Source: an optimization exercise on an open RTL-to-GDS flow (aim: small area and few clock cycles per item). Production flows keep margins and buffers that such runs may drop. Only simulation tests tie the RTL to the original design; equivalence was not proved. Power figures rest on the tool's default switching activity, not on a simulated workload.

==> flow/design.v (excerpt) <==
module barrier_basket_payoff #(
  parameter int unsigned MAX_ASSETS = bbp_pkg::MaxAssetsDefault,
  parameter int unsigned MAX_STEPS  = bbp_pkg::MaxStepsDefault
) (
  input  wire                                clk_i,
  input  wire                                rst_ni,
  input  wire                                cfg_we_i,
  input  wire  [bbp_pkg::CfgIdxW-1:0]        cfg_idx_i,
  input  wire  [bbp_pkg::CfgW-1:0]           cfg_data_i,
  input  wire                                s_axis_tvalid,
  output logic                               s_axis_tready,
  input  wire  [bbp_pkg::InDataW-1:0]        s_axis_tdata,
  input  wire                                s_axis_tuser,
  input  wire                                s_axis_tlast,
  output logic                               m_axis_tvalid,
  input  wire                                m_axis_tready,
  output logic [bbp_pkg::PriceW-1:0]         m_axis_tdata,
  output logic                               m_axis_tuser
);
  localparam int unsigned AW   = bbp_pkg::AssetW;
  localparam int unsigned SW   = bbp_pkg::StepW;
  localparam int unsigned PW   = bbp_pkg::PriceW;
  localparam int unsigned SW64 = bbp_pkg::SumW;
  logic [bbp_pkg::StrikeW-1:0] strike_q;
  logic [SW-1:0]               elast_q;
  logic                        ezero_q;
  logic [bbp_pkg::ACountW-1:0] acount_q;
  logic [bbp_pkg::TStepsW-1:0] cfg_t;
  assign cfg_t = cfg_data_i[bbp_pkg::TStepsW-1:0];
  always_ff @(posedge clk_i or negedge rst_ni) begin
    if (!rst_ni) begin
      strike_q <= '0;
      elast_q  <= '0;
      ezero_q  <= 1'b0;
      acount_q <= bbp_pkg::ACountW'(1);
    end else if (cfg_we_i) begin
      unique case (cfg_idx_i)
        bbp_pkg::CFG_STRIKE: strike_q <= cfg_data_i[bbp_pkg::StrikeW-1:0];
        bbp_pkg::CFG_TSTEPS: begin
          ezero_q <= (cfg_t == '0);
          elast_q <= cfg_t[bbp_pkg::TStepsW-1] ? '1 : SW'(cfg_t[SW-1:0] - SW'(1));
        end
        bbp_pkg::CFG_ACOUNT: acount_q <= cfg_data_i[bbp_pkg::ACountW-1:0];
        default: ;
      endcase
    end
  end
  ...
==> flow/config.mk <==
export PLATFORM = sky130hd
export DESIGN_NAME = barrier_basket_payoff
export DESIGN_NICKNAME = barrier_basket_payoff
export VERILOG_FILES = /design/flow/design.v
export SDC_FILE = /design/flow/constraint.sdc
export NUM_CORES = 4
export LEC_CHECK = 0
export CAP_MARGIN = 20
export CORE_MARGIN = 2
export CORE_UTILIZATION = 40
export CTS_BUF_LIST = sky130_fd_sc_hd__clkbuf_8 sky130_fd_sc_hd__clkbuf_16
export CTS_CLUSTER_DIAMETER = 100
export CTS_CLUSTER_SIZE = 30
export SLEW_MARGIN = 20
export SYNTH_HIERARCHICAL = 1
export SYNTH_MINIMUM_KEEP_SIZE = 0
==> flow/constraint.sdc <==
create_clock -name core_clock -period 10.0 [get_ports {clk_i}]
set_input_delay 2.0000 -clock core_clock [delete_from_list [all_inputs] [get_ports {clk_i}]]
set_output_delay 2.0000 -clock core_clock [all_outputs]
set_load 0.01 [all_outputs]
standard.sh (not shown) runs the stock make flow with config.mk's settings and CLKGATE_MAP_FILE= SYNTH_SCRIPT=/design/flow/synth_recipe.tcl, a recipe that flattens the netlist after the stock synthesis.
==> flow/flow/run.sh <==
#!/bin/bash
# The standard layout (standard.sh) with two changes:
#  - after the standard synthesis, flow/downsize.tcl swaps the combinational
#    cells that synthesis sized up back to their _1 variants (same function
#    and pins); the layout's own repair steps size up what timing needs;
#  - every input and output port is buffered with buf_1 instead of the
#    default clkdlybuf4s50_1 (BUFFER_PORTS_ARGS).
# Each tool's output goes to a log file of its own in this folder.
set -euo pipefail
export BUFFER_PORTS_ARGS="-buffer_cell sky130_fd_sc_hd__buf_1"
R="orfs/results/${FLOW_PLATFORM}/barrier_basket_payoff/base"
bash standard.sh synth > make_synth.log 2>&1
ODB_IN="$R/1_synth.odb" ODB_OUT="$R/1_synth_small.odb" \
  openroad -no_init -exit flow/downsize.tcl > downsize.log 2>&1
mv "$R/1_synth_small.odb" "$R/1_synth.odb"
bash standard.sh > make_finish.log 2>&1
==> flow/flow/downsize.tcl <==
# Swap upsized combinational cells of the synthesized netlist to their _1
# variant (same function and pins); the layout's repair steps size them up
# again where timing needs it.
read_db $::env(ODB_IN)
set db [ord::get_db]
set block [[$db getChip] getBlock]
set n 0
foreach inst [$block getInsts] {
  set m [$inst getMaster]
  set name [$m getName]
  if {[regexp {^sky130_fd_sc_hd__(a22oi|a21oi|o21ai|nand2|nor2|xor2|xnor2|a22o|o22ai|a221oi|a211oi|and2|or2|nand3|nor3|and3|inv|buf|nor4|nand4|o21a|a21o)_([2-9]|1[0-9])$} $name -> base size]} {
    set new [$db findMaster sky130_fd_sc_hd__${base}_1]
    if {$new != "NULL"} {
      $inst swapMaster $new
      incr n
    }
  }
}
puts "downsized $n instances"
write_db $::env(ODB_OUT)
The baseline ran to the end with no violations.
Testbench counts at the start, summed over its fixed seeds: cycles 15,480, items 320.
==> next run, changes <==
--- a/flow/config.mk
+++ b/flow/config.mk
@@ -9,3 +9,3 @@
 export CORE_MARGIN = 2
-export CORE_UTILIZATION = 40
+export CORE_UTILIZATION = 50
 export CTS_BUF_LIST = sky130_fd_sc_hd__clkbuf_8 sky130_fd_sc_hd__clkbuf_16
What happened: Power drops by 0.34%; worst setup slack gets better by 0.071 ns; sequential share of layout area goes up by 0.51 points; cell count fell by 6.2%; global-route usage goes up by 5.2 points; wire length went down by 0.96%; area after synthesis is unchanged; non-clock buffer count is lower by 2; combinational power hardly moves.

Starting RTL as in the previous note.
Design barrier_basket_payoff, start of the top module:
module barrier_basket_payoff #(
  parameter int unsigned MAX_ASSETS = bbp_pkg::MaxAssetsDefault,
  parameter int unsigned MAX_STEPS  = bbp_pkg::MaxStepsDefault
) (
  input  wire                                clk_i,
  input  wire                                rst_ni,
  input  wire                                cfg_we_i,
  input  wire  [bbp_pkg::CfgIdxW-1:0]        cfg_idx_i,
  input  wire  [bbp_pkg::CfgW-1:0]           cfg_data_i,
  input  wire                                s_axis_tvalid,
  output logic                               s_axis_tready,
  input  wire  [bbp_pkg::InDataW-1:0]        s_axis_tdata,
  input  wire                                s_axis_tuser,
  input  wire                                s_axis_tlast,
  output logic                               m_axis_tvalid,
  input  wire                                m_axis_tready,
  output logic [bbp_pkg::PriceW-1:0]         m_axis_tdata,
  output logic                               m_axis_tuser
);
==> flow/config.mk <==
export PLATFORM = sky130hd
export DESIGN_NAME = barrier_basket_payoff
export DESIGN_NICKNAME = barrier_basket_payoff
export VERILOG_FILES = /design/flow/design.v
export SDC_FILE = /design/flow/constraint.sdc
export NUM_CORES = 4
export LEC_CHECK = 0
export CAP_MARGIN = 0
export CORE_MARGIN = 2
export CORE_UTILIZATION = 50
export CTS_BUF_LIST = sky130_fd_sc_hd__clkbuf_8 sky130_fd_sc_hd__clkbuf_16
export CTS_CLUSTER_DIAMETER = 100
export CTS_CLUSTER_SIZE = 30
export SLEW_MARGIN = 0
export SYNTH_HIERARCHICAL = 1
export SYNTH_MINIMUM_KEEP_SIZE = 0
==> flow/constraint.sdc <==
create_clock -name core_clock -period 10.0 [get_ports {clk_i}]
set_input_delay 2.0000 -clock core_clock [delete_from_list [all_inputs] [get_ports {clk_i}]]
set_output_delay 2.0000 -clock core_clock [all_outputs]
set_load 0.01 [all_outputs]
Scripts as last shown in full above: flow/flow/run.sh, flow/flow/downsize.tcl
Testbench counts at the start, summed over its fixed seeds: cycles 15,480, items 320.
==> next run, changes <==
CAP_MARGIN = 20   (was 0)
CORE_UTILIZATION = 40   (was 50)
CTS_BUF_LIST = sky130_fd_sc_hd__clkbuf_8   (was sky130_fd_sc_hd__clkbuf_8 sky130_fd_sc_hd__clkbuf_16)
CTS_CLUSTER_DIAMETER = 70   (was 100)
CTS_CLUSTER_SIZE = 20   (was 30)
SLEW_MARGIN = 20   (was 0)
Result:
- The new run ran to the end with no violations
- final cell count goes up by about 7.5%
- power went down by about 0.32%
- routed wire length rose by 1.3%
- critical path depth rose by 1
- combinational power stays flat
- via count shrinks by 0.44%
- worst setup slack got worse by 0.096 ns
==> next run, changes <==
==> flow/run.sh (new file) <==
#!/bin/bash
# synth_recipe.tcl (not shown) runs the flow's synth.tcl, then flattens the netlist and writes it again
# the make line also repeats each setting of config.mk as NAME=value (left out here)
make -C /OpenROAD-flow-scripts/flow DESIGN_CONFIG=/design/flow/config.mk WORK_HOME=/design/flow/orfs CLKGATE_MAP_FILE= SYNTH_SCRIPT=/design/flow/synth_recipe.tcl finish
CTS_BUF_LIST = sky130_fd_sc_hd__clkbuf_8 sky130_fd_sc_hd__clkbuf_16   (was sky130_fd_sc_hd__clkbuf_8)
CTS_CLUSTER_DIAMETER = 100   (was 70)
CTS_CLUSTER_SIZE = 30   (was 20)
removed: flow/flow/run.sh
removed: flow/flow/downsize.tcl
removed: flow/standard.sh
What happened:
- power grows by 1.7%
- critical path depth is lower by 1
- routed wire length rose by 2.5%
- setup slack got worse by 0.13 ns
- sequential power is about the same

## what the ideal ports hide
Ports are ideal in the flow. The routed layouts listed here were re-timed in OpenROAD.
Step 1 sets driving cells, clkbuf_16 on the clock port and buf_2 on the other inputs (assumed; they add their load-dependent delay and slew).
Step 2 moves the port delays by t, midway between the first and last clock arrival at a register: inputs arrive t later, outputs are due t later. That takes back most of the time a late clock gives input paths.
Three values: ideal, step 1, step 2; two values: the first two.
run | t (ns) | setup WS [ns] | worst register clock-pin slew, ns | worst slew at a driven data input, ns | cell pins on the clock port's net
the first run of note 1 | 0.786 | 0.756 / 0.756 / 0.756 | 0.11 / 0.11 | 0.15 | 1
the second run of note 1 | 0.783 | 0.827 / 0.827 / 0.827 | 0.12 / 0.12 | 0.09 | 1
the first run of note 2 | 0.782 | 0.838 / 0.838 / 0.838 | 0.12 / 0.12 | 0.09 | 1
the second run of note 2 | 0.916 | 0.742 / 0.742 / 0.742 | 0.12 / 0.12 | 0.14 | 1
the third run of note 2 | 0.792 | 0.611 / 0.611 / 0.611 | 0.12 / 0.12 | 0.08 | 1
After both steps every run listed still meets setup and hold.
